Background: an optimization exercise with open tools, aiming at small area, a short achievable clock period and few clock cycles. Do not read the settings as production practice. The RTL was checked by simulation tests, not by an equivalence proof against the original design. Power and IR drop assume default switching activity.

==> flow/design.v (excerpt) <==
module sort_xcel (
  input  wire logic                        clk,
  input  wire logic                        reset,
  input  wire logic                        xcel_req_val_i,
  output logic                             xcel_req_rdy_o,
  input  wire logic                        xcel_req_write_i,
  input  wire logic [1:0]                  xcel_req_addr_i,
  input  wire logic [sort_pkg::DATA_W-1:0] xcel_req_data_i,
  output logic                             xcel_resp_val_o,
  input  wire logic                        xcel_resp_rdy_i,
  output logic [sort_pkg::DATA_W-1:0]      xcel_resp_data_o,
  output logic                             mem_req_val_o,
  input  wire logic                        mem_req_rdy_i,
  output logic                             mem_req_write_o,
  output logic [sort_pkg::DATA_W-1:0]      mem_req_addr_o,
  output logic [sort_pkg::DATA_W-1:0]      mem_req_data_o,
  input  wire logic                        mem_resp_val_i,
  output logic                             mem_resp_rdy_o,
  input  wire logic                        mem_resp_write_i,
  input  wire logic [sort_pkg::DATA_W-1:0] mem_resp_data_i
);
  localparam int DW = sort_pkg::DATA_W;
  localparam int IW = sort_pkg::IDX_W;
  logic          busy, go;
  logic [29:0]   base_w, stack_w;
  logic [IW-1:0] n;
  sort_xcel_regs i_regs (
    .clk,
    .xcel_req_val_i, .xcel_req_rdy_o, .xcel_req_write_i, .xcel_req_addr_i,
    .xcel_req_data_i, .xcel_resp_val_o, .xcel_resp_rdy_i, .xcel_resp_data_o,
    .busy_i(busy), .go_o(go), .base_o(base_w), .size_o(n), .stack_o(stack_w)
  );
  function automatic logic [16:0] add16(input logic [15:0] a, input logic [15:0] b);
    logic [15:0] p, g, pp, gg;
    p = a ^ b;
    g = a & b;
    pp = p;
    gg = g;
    for (int d = 1; d < 16; d = d * 2) begin
      for (int i = 15; i >= d; i--) begin
        gg[i] = gg[i] | (pp[i] & gg[i-d]);
        pp[i] = pp[i] & pp[i-d];
      end
    end
    add16 = {gg[15], p ^ {gg[14:0], 1'b0}};
  endfunction
  logic [IW+1:0] w;           
  logic          pre;         
  logic          src_arr;     
  logic          dst_arr;     
  logic          all_done;
  logic          first_odd;   
  assign all_done = pre ? (n <= 16'd1) : ({2'b0, n} <= w);
  assign first_odd = !((n > 16'd8) ^ (n > 16'd32) ^ (n > 16'd128) ^ (n > 16'd512) ^
  ...
clock: 9.0 ns
lec_check: 0
abc_area: 1
cap_margin: 20
core_margin: 2
core_utilization: 45
setup_slack_margin: 4.7
slew_margin: 20
run.sh (not shown) runs the stock make flow with config.mk's settings and CLKGATE_MAP_FILE= SYNTH_SCRIPT=/design/flow/synth_recipe.tcl, a recipe that flattens the netlist after the stock synthesis.
Testbench counts at the start, summed over its fixed seeds: cycles 88,745.
==> next run, changes <==
--- a/flow/design.v
+++ b/flow/design.v
@@ -161,22 +161,23 @@
     done_n = merge_end ? 4'b0 : (done | fin);
     for (int k = 0; k < 4; k++) act[k] = mact_n && (k <= mq0_n);
   end
   assign rlt = mem_resp_data_i < hd[tq_h[2:1]];
   logic          pwv;         
   logic [DW-1:0] pwd;
   logic [IW-1:0] wp;          
   logic [3:0]    hs_rsp, xs_rsp;
-  logic [3:0]    ready, win, pop, fin, ht_x, ht_rsp, xt_rsp;
+  logic [3:0]    ready;        
+  logic [3:0]    ltx_d, ready_d;
+  logic [3:0]    win, pop, fin, ht_x, ht_rsp, xt_rsp;
   logic          all_ready, pop_any, merge_end;
   always_comb begin
     for (int k = 0; k < 4; k++) begin
       swap[k]  = pre && hv[k] && !hl[k] && xv[k] && ltx[k];
-      ready[k] = hv[k] && (!pre || hl[k] || (xv[k] && !ltx[k]));
     end
     all_ready = 1'b1;
     for (int k = 0; k < 4; k++) if (live[k] && !ready[k]) all_ready = 1'b0;
     for (int k = 0; k < 4; k++) begin
       win[k] = live[k];
       for (int j = 0; j < 4; j++) begin
         if (j > k && live[j] &&  gt[k][j]) win[k] = 1'b0;
         if (j < k && live[j] && !gt[j][k]) win[k] = 1'b0;
@@ -198,16 +199,18 @@
       hs_rsp[k] = (tq_h[2:1] == k) && (pop[k] ? !xv[k] : !hv[k]);
       xs_rsp[k] = (tq_h[2:1] == k) && (pop[k] ? xv[k] : (hv[k] && !xv[k]));
       hd_d[k] = hs_rsp[k] ? mem_resp_data_i : ht_x[k] ? xd[k] : hd[k];
       hl_d[k] = ht_rsp[k] ? tq_h[0] : (pop[k] && xv[k]) ? xl[k] : hl[k];
       hv_d[k] = ht_rsp[k] || (pop[k] ? xv[k] : hv[k]);
       xd_d[k] = xs_rsp[k] ? mem_resp_data_i : swap[k] ? hd[k] : xd[k];
       xl_d[k] = xt_rsp[k] ? tq_h[0] : xl[k];
       xv_d[k] = xt_rsp[k] || (xv[k] && !pop[k]);
+      ltx_d[k] = xt_rsp[k] ? rlt : swap[k] ? 1'b0 : ltx[k];
+      ready_d[k] = hv_d[k] && (!pre || hl_d[k] || (xv_d[k] && !ltx_d[k]));
     end
   end
   logic          rv, rwr;
   logic [29:0]   raddr;
   logic [DW-1:0] rdata;
   logic          rfree, iss_w, iss_r, rd_any;
   logic [3:0]    fb, sel, iss;
   logic [3:0]    popl;
@@ -260,19 +263,21 @@
       occ   <= '0;
       tcnt  <= '0;
       twp   <= '0;
       trp   <= '0;
       hv    <= '0;
       xv    <= '0;
       done  <= '0;
       live  <= '0;
+      ready <= '0;
       mcnt  <= '0;
     end else begin
       hv <= hv_d;
+      ready <= ready_d;
       xv <= xv_d;
       for (int k = 0; k < 4; k++) occ[k] <= occ[k] + iss[k] - pop[k];
       tcnt <= tcnt + iss_r - rsp;
       if (iss_r) twp <= twp + 1'b1;
       if (rsp)   trp <= trp + 1'b1;
       done <= done_n;
       live <= act & ~done_n;
       if (pop_any)    pwv <= 1'b1;
@@ -296,18 +301,17 @@
     if (iss_r) tq[twp] <= tnew;
   end
   always_ff @(posedge clk) begin
     hd <= hd_d;
     xd <= xd_d;
     hl <= hl_d;
     xl <= xl_d;
     for (int k = 0; k < 4; k++) begin
-      if (xt_rsp[k])    ltx[k] <= rlt;
-      else if (swap[k]) ltx[k] <= 1'b0;
+      ltx[k] <= ltx_d[k];
       for (int j = 0; j < 4; j++) gt[k][j] <= (j > k) && (hd_d[j] < hd_d[k]);
     end
     for (int k = 0; k < 4; k++) if (pop[k]) pwd <= hd[k];
     if (rfree) begin
       rwr   <= iss_w;
       raddr <= addr;
       rdata <= pwd;
     end
Worst hold slack is better by 0.014 ns.
Total power is lower by 0.98%.
Non-clock buffer count shrinks by 37.
Register-to-register slack improves by 0.15 ns.
Worst setup slack gains 0.13 ns.
Routed wire length went up by 0.50%.
Clock power goes down by about 1%.
Cell count came out higher by 1.1%.
Testbench counts after the change, summed over its fixed seeds: cycles 88,745.

## re-timing with driven ports
How much do the figures lean on ideal ports? The routed layouts below were timed once more, with nothing changed but the port constraints.
Step 1, drivers: a clkbuf_16 drives clk and a buf_2 each remaining input, both assumed.
Step 2 also shifts input and output timing later by t, the mid clock arrival at the registers, as if the neighbouring blocks saw the same clock.
a / b / c = ideal / step 1 / step 2; a / b = the first two.
run	shift t [ns]	slack for setup (ns)	slew at the worst register clock pin (ns)
the first run	0.691	4.699 / 4.699 / 4.247	0.06 / 0.06
the second run	0.689	4.834 / 4.816 / 4.405	0.07 / 0.07
After both steps every run listed still meets setup and hold. The setup slack of the first run, which loses most, moves by 0.000 ns with the drivers and by -0.452 ns with both steps.
